Source: an optimization exercise on an open RTL-to-GDS flow (aim: small area, a short achievable clock period and few clock cycles per item). Production flows keep margins and buffers that such runs may drop. Where RTL was checked, it was by simulation tests only, not by an equivalence proof against the original.

==> inputs of run a <==
Design ycbcr420_to_rgb_flip_core, start of the top module:
module ycbcr420_to_rgb_flip_core
#(
	parameter int MAX_WIDTH  = 2048,
	parameter int MAX_HEIGHT = 2048
) (
	input  logic        clk,
	input  logic        arst_n,
	input  logic        wr_en,
	input  logic [1:0]  wr_index,
	input  logic [12:0] wr_data,
	input  logic        s_tvalid,
	output logic        s_tready,
	input  logic [47:0] s_tdata,
	output logic        m_tvalid,
	input  logic        m_tready,
	output logic [71:0] m_tdata,
	output logic        m_tlast,
	output logic        m_tuser
);
export LEC_CHECK = 0
export CAP_MARGIN = 20
export CORE_MARGIN = 2
export CORE_UTILIZATION = 40
export CTS_BUF_LIST = sky130_fd_sc_hd__clkbuf_8
export CTS_CLUSTER_DIAMETER = 100
export CTS_CLUSTER_SIZE = 12
export SLEW_MARGIN = 20
create_clock -name core_clock -period 11.0 [get_ports {clk}]
standard.sh (not shown) runs the stock make flow with config.mk's settings and CLKGATE_MAP_FILE= SYNTH_SCRIPT=/design/flow/synth_recipe.tcl, a recipe that flattens the netlist after the stock synthesis.
==> flow/flow/run.sh <==
#!/bin/bash
# The standard layout, with repair_timing aiming below the clock period
# (setup margin) so the critical paths are sized and buffered, and the port
# buffers made from the smallest buffer cell (repair sizes them up as needed).
set -euo pipefail
bash standard.sh SETUP_SLACK_MARGIN=7.0 "BUFFER_PORTS_ARGS=-buffer_cell sky130_fd_sc_hd__buf_1" finish > make.log 2>&1
==> run b: changes against run a <==
--- a/flow/design.v
+++ b/flow/design.v
@@ -581,33 +581,35 @@
 		end
 	end
 	assign addr_ok = olast ? (bvalid || lr_q) : 1'b1;
 	logic [47:0] opix;
 	logic [23:0] ooff;
 	logic        ouser;
-	logic [23:0] offa;
-	logic [12:0] offb;
-	logic [10:0] offc;
-	logic [13:0] off_lo;
-	logic [10:0] offa_inc;
-	logic [23:0] off_n;
-	assign offa     = olast ? (lr_q ? 24'd0 : base) : ooff;
-	assign offb     = olast ? 13'({col, 2'b00}) : stride;
-	assign offc     = olast ? {col, 1'b0} : 11'd0;
-	assign off_lo   = {1'b0, offa[12:0]} + {1'b0, offb} + 14'(offc);
-	assign offa_inc = offa[23:13] + 11'd1;
-	assign off_n    = {off_lo[13] ? offa_inc : offa[23:13], off_lo[12:0]};
+	logic [23:0] up_off;
+	logic [23:0] bsel;
+	logic [13:0] up_lo;
+	logic [13:0] lo_lo;
+	logic [10:0] bsel_inc;
+	logic [10:0] ooff_inc;
+	logic [23:0] lo_off;
+	assign bsel     = lr_q ? 24'd0 : base;
+	assign up_lo    = {1'b0, bsel[12:0]} + 14'({col, 2'b00}) + 14'({col, 1'b0});
+	assign bsel_inc = bsel[23:13] + 11'd1;
+	assign up_off   = {up_lo[13] ? bsel_inc : bsel[23:13], up_lo[12:0]};
+	assign lo_lo    = {1'b0, ooff[12:0]} + {1'b0, stride};
+	assign ooff_inc = ooff[23:13] + 11'd1;
+	assign lo_off   = {lo_lo[13] ? ooff_inc : ooff[23:13], lo_lo[12:0]};
 	always_ff @(posedge clk) begin
 		if (adv) begin
 			opix[7:0]   <= sat8(add11(11'(yy_a_q), 11'(kr_q)));
 			opix[15:8]  <= sat8(add11(11'(yy_a_q), 11'(kg_q)));
 			opix[23:16] <= sat8(add11(11'(yy_a_q), 11'(kb_q)));
 			opix[31:24] <= sat8(add11(11'(yy_b_q), 11'(kr_q)));
 			opix[39:32] <= sat8(add11(11'(yy_b_q), 11'(kg_q)));
 			opix[47:40] <= sat8(add11(11'(yy_b_q), 11'(kb_q)));
-			ooff        <= off_n;
+			ooff        <= olast ? up_off : lo_off;
 			ouser       <= !olast && lc_q && lr_q;
 		end
 	end
 	assign m_tvalid = ov;
 	assign m_tlast  = olast;
 	assign m_tuser  = ouser;
- CTS_CLUSTER_DIAMETER: 100 -> default
- CTS_CLUSTER_SIZE: 12 -> 16
==> run c: changes against run a <==
--- a/flow/design.v
+++ b/flow/design.v
@@ -25,74 +25,21 @@
 			kb_c = -6'sd21;
 		end else begin
 			kb_c = -6'sd22;
 		end
 	end
 	assign kb = {cb[7], cb, 1'b0} + {{4{kb_c[5]}}, kb_c};
-	wire rw1 = ~cr[5] ^ cr[3];
-	wire rw2 = ~cr[5] & cr[3];
-	wire rw3 = ~cr[6] ^ cr[4];
-	wire rw4 = ~cr[6] & cr[4];
-	wire rw5 = cr[7] ^ cr[5] ^ cr[3];
-	wire rw6 = (cr[7] & cr[5]) | (cr[7] & cr[3]) | (cr[5] & cr[3]);
-	wire rw7 = cr[6] ^ cr[4];
-	wire rw8 = cr[6] & cr[4];
-	wire rw9 = ~cr[7] ^ cr[5] ^ ~cr[1];
-	wire rw10 = (~cr[7] & cr[5]) | (~cr[7] & ~cr[1]) | (cr[5] & ~cr[1]);
-	wire rw11 = cr[6] ^ ~cr[2] ^ cr[0];
-	wire rw12 = (cr[6] & ~cr[2]) | (cr[6] & cr[0]) | (~cr[2] & cr[0]);
-	wire rw13 = ~cr[7] ^ ~cr[3];
-	wire rw14 = ~cr[7] & ~cr[3];
-	wire rw15 = ~cr[4] ^ cr[2];
-	wire rw16 = ~cr[4] & cr[2];
-	wire rw17 = ~cr[5] ^ cr[3] ^ ~cr[1];
-	wire rw18 = (~cr[5] & cr[3]) | (~cr[5] & ~cr[1]) | (cr[3] & ~cr[1]);
-	wire rw19 = ~cr[6] ^ cr[4] ^ ~cr[2];
-	wire rw20 = (~cr[6] & cr[4]) | (~cr[6] & ~cr[2]) | (cr[4] & ~cr[2]);
-	wire rw21 = cr[7] ^ cr[5] ^ ~cr[3];
-	wire rw22 = (cr[7] & cr[5]) | (cr[7] & ~cr[3]) | (cr[5] & ~cr[3]);
-	wire rw23 = cr[6] ^ ~cr[4] ^ cr[2];
-	wire rw24 = (cr[6] & ~cr[4]) | (cr[6] & cr[2]) | (~cr[4] & cr[2]);
-	wire rw25 = ~cr[7] ^ ~cr[5] ^ cr[3];
-	wire rw26 = (~cr[7] & ~cr[5]) | (~cr[7] & cr[3]) | (~cr[5] & cr[3]);
-	wire rw27 = cr[1] ^ 1'b1;
-	wire rw28 = cr[1] & 1'b1;
-	wire rw29 = cr[2] ^ rw3 ^ rw2;
-	wire rw30 = (cr[2] & rw3) | (cr[2] & rw2) | (rw3 & rw2);
-	wire rw31 = 1'b1 ^ rw5 ^ rw4;
-	wire rw32 = (1'b1 & rw5) | (1'b1 & rw4) | (rw5 & rw4);
-	wire rw33 = ~cr[0] ^ rw7 ^ rw6;
-	wire rw34 = (~cr[0] & rw7) | (~cr[0] & rw6) | (rw7 & rw6);
-	wire rw35 = 1'b1 ^ rw9 ^ rw8;
-	wire rw36 = (1'b1 & rw9) | (1'b1 & rw8) | (rw9 & rw8);
-	wire rw37 = 1'b1 ^ rw11 ^ rw10;
-	wire rw38 = (1'b1 & rw11) | (1'b1 & rw10) | (rw11 & rw10);
-	wire rw39 = cr[1] ^ rw13 ^ rw12;
-	wire rw40 = (cr[1] & rw13) | (cr[1] & rw12) | (rw13 & rw12);
-	wire rw41 = ~cr[0] ^ rw15 ^ rw14;
-	wire rw42 = (~cr[0] & rw15) | (~cr[0] & rw14) | (rw15 & rw14);
-	wire rw43 = 1'b1 ^ rw17 ^ rw16;
-	wire rw44 = (1'b1 & rw17) | (1'b1 & rw16) | (rw17 & rw16);
-	wire rw45 = cr[0] ^ rw19 ^ rw18;
-	wire rw46 = (cr[0] & rw19) | (cr[0] & rw18) | (rw19 & rw18);
-	wire rw47 = cr[1] ^ rw21 ^ rw20;
-	wire rw48 = (cr[1] & rw21) | (cr[1] & rw20) | (rw21 & rw20);
-	wire rw49 = 1'b1 ^ rw23 ^ rw22;
-	wire rw50 = (1'b1 & rw23) | (1'b1 & rw22) | (rw23 & rw22);
-	wire rw51 = 1'b1 ^ rw25 ^ rw24;
-	wire rw52 = (1'b1 & rw25) | (1'b1 & rw24) | (rw25 & rw24);
-	wire rw53 = ~cr[6] ^ cr[4] ^ rw26;
-	wire rw54 = (~cr[6] & cr[4]) | (~cr[6] & rw26) | (cr[4] & rw26);
-	wire rw55 = cr[7] ^ cr[5];
-	wire rw56 = cr[7] & cr[5];
-	wire rw57 = cr[6] ^ 1'b1;
-	wire rw58 = cr[6] & 1'b1;
-	wire [22:0] rw59 = {1'b1,~cr[7],rw57,rw55,rw53,rw51,rw49,rw47,rw45,rw43,rw41,rw39,rw37,rw35,rw33,rw31,rw29,rw1,1'b0,1'b0,1'b0,1'b0,1'b0};
-	wire [22:0] rw60 = {1'b0,rw58,rw56,rw54,rw52,rw50,rw48,rw46,rw44,rw42,rw40,rw38,rw36,rw34,rw32,rw30,rw28,rw27,1'b0,1'b0,1'b0,1'b0,1'b0};
-	wire [22:0] rw61 = rw59 + rw60;
-	assign kr = {rw61[22],rw61[21],rw61[20],rw61[19],rw61[18],rw61[17],rw61[16],rw61[15],rw61[14],rw61[13]};
+	localparam logic [191:0] KR_TA = {12'd3741, 12'd3535, 12'd3332, 12'd3127, 12'd2924, 12'd2718, 12'd2515, 12'd2310, 12'd1278, 12'd1074, 12'd870, 12'd665, 12'd461, 12'd257, 12'd53, 12'd3944};
+	localparam logic [191:0] KR_TB = {12'd191, 12'd178, 12'd164, 12'd153, 12'd139, 12'd127, 12'd114, 12'd101, 12'd89, 12'd75, 12'd63, 12'd50, 12'd38, 12'd25, 12'd11, 12'd0};
+	logic [11:0] kr_ta;
+	logic [11:0] kr_tb;
+	logic [11:0] kr_s;
+	assign kr_ta = KR_TA[12 * cr[7:4] +: 12];
+	assign kr_tb = KR_TB[12 * cr[3:0] +: 12];
+	assign kr_s  = kr_ta + kr_tb;
+	assign kr = {kr_s[11], kr_s[11:3]};
 	wire gw1 = ~cb[6] ^ cb[3];
 	wire gw2 = ~cb[6] & cb[3];
 	wire gw3 = cb[7] ^ cb[4];
 	wire gw4 = cb[7] & cb[4];
 	wire gw5 = cb[5] ^ ~cb[3];
 	wire gw6 = cb[5] & ~cb[3];
@@ -557,13 +504,13 @@
 			bcnt   <= 4'd10;
 			st_q   <= 1'b1;
 		end else begin
 			st_q <= 1'b0;
 			if (bstart) begin
 				bvalid <= 1'b0;
-				bcnt   <= 4'd10;
+				bcnt   <= (rm[9:5] == 5'd0) ? 4'd5 : 4'd10;
 			end else if (!bvalid) begin
 				if (bcnt == 4'd0) begin
 					bvalid <= 1'b1;
 				end
 				bcnt <= bcnt - 4'd1;
 			end
@@ -581,33 +528,35 @@
 		end
 	end
 	assign addr_ok = olast ? (bvalid || lr_q) : 1'b1;
 	logic [47:0] opix;
 	logic [23:0] ooff;
 	logic        ouser;
-	logic [23:0] offa;
-	logic [12:0] offb;
-	logic [10:0] offc;
-	logic [13:0] off_lo;
-	logic [10:0] offa_inc;
-	logic [23:0] off_n;
-	assign offa     = olast ? (lr_q ? 24'd0 : base) : ooff;
-	assign offb     = olast ? 13'({col, 2'b00}) : stride;
-	assign offc     = olast ? {col, 1'b0} : 11'd0;
-	assign off_lo   = {1'b0, offa[12:0]} + {1'b0, offb} + 14'(offc);
-	assign offa_inc = offa[23:13] + 11'd1;
-	assign off_n    = {off_lo[13] ? offa_inc : offa[23:13], off_lo[12:0]};
+	logic [23:0] up_off;
+	logic [23:0] bsel;
+	logic [13:0] up_lo;
+	logic [13:0] lo_lo;
+	logic [10:0] bsel_inc;
+	logic [10:0] ooff_inc;
+	logic [23:0] lo_off;
+	assign bsel     = lr_q ? 24'd0 : base;
+	assign up_lo    = {1'b0, bsel[12:0]} + 14'({col, 2'b00}) + 14'({col, 1'b0});
+	assign bsel_inc = bsel[23:13] + 11'd1;
+	assign up_off   = {up_lo[13] ? bsel_inc : bsel[23:13], up_lo[12:0]};
+	assign lo_lo    = {1'b0, ooff[12:0]} + {1'b0, stride};
+	assign ooff_inc = ooff[23:13] + 11'd1;
+	assign lo_off   = {lo_lo[13] ? ooff_inc : ooff[23:13], lo_lo[12:0]};
 	always_ff @(posedge clk) begin
 		if (adv) begin
 			opix[7:0]   <= sat8(add11(11'(yy_a_q), 11'(kr_q)));
 			opix[15:8]  <= sat8(add11(11'(yy_a_q), 11'(kg_q)));
 			opix[23:16] <= sat8(add11(11'(yy_a_q), 11'(kb_q)));
 			opix[31:24] <= sat8(add11(11'(yy_b_q), 11'(kr_q)));
 			opix[39:32] <= sat8(add11(11'(yy_b_q), 11'(kg_q)));
 			opix[47:40] <= sat8(add11(11'(yy_b_q), 11'(kb_q)));
-			ooff        <= off_n;
+			ooff        <= olast ? up_off : lo_off;
 			ouser       <= !olast && lc_q && lr_q;
 		end
 	end
 	assign m_tvalid = ov;
 	assign m_tlast  = olast;
 	assign m_tuser  = ouser;
==> flow/flow/run.sh (replaced) <==
#!/bin/bash
# The standard layout, with repair_timing aiming below the clock period
# (setup margin) so the critical paths are sized and buffered, and the port
# buffers made from the smallest buffer cell (repair sizes them up as needed).
set -euo pipefail
bash standard.sh SETUP_SLACK_MARGIN=6.9 "BUFFER_PORTS_ARGS=-buffer_cell sky130_fd_sc_hd__buf_1" finish > make.log 2>&1
==> summary of the runs <==
- Synthesized area is the same in run b and run a.
- Register-to-register slack, highest first: run b, run a, run c.
- Via count, highest first: run a, run c, run b.
- Clock skew: run c < run b < run a.
- In run b the worst setup slack is higher than in run c, by 0.091 ns.
- Flip-flop and latch count is the same in run a and run b.
- Synthesized cell count, highest first: run a, run c, run b.
- Run b went through all stages and came out clean. Run a finished clean. Run c completed without violations.
Testbench counts of run b, summed over its fixed seeds: cycles 19,304, items 9,600.
Testbench counts of run c, summed over its fixed seeds: cycles 19,264, items 9,600.
For run a, only the layout was checked, not whether the RTL still works.

==> port drivers added, routing unchanged <==
The results above use ideal ports. As a check the final layouts listed here were re-extracted and re-timed, cells and wires unchanged. Step 1 assumes that a clkbuf_16 drives the clock port and a buf_2 every other input. Step 2, shift: input delay + t, output delay - t, t = (earliest + latest rising clock arrival at the registers) / 2. This alone moves slack from input paths to output paths. Three values: ideal, step 1, step 2; two values: the first two.
| run | shift t [ns] | setup slack, ns | hold WS [ns] | worst setup path at the end | pins driven straight from the clock port |
|---|---|---|---|---|---|
| run a | 0.657 | 6.945 / 6.945 / 6.548 | 0.489 / 0.489 / 0.489 | input to register | 1 |
| run b | 0.670 | 6.994 / 6.994 / 6.556 | 0.480 / 0.480 / 0.480 | input to register | 1 |
| run c | 0.653 | 6.904 / 6.904 / 6.454 | 0.488 / 0.488 / 0.488 | input to register | 1 |
After both steps every run listed still meets setup and hold. For run c, which loses most, drivers alone change the setup slack by 0.000 ns; drivers and shift together by -0.450 ns.
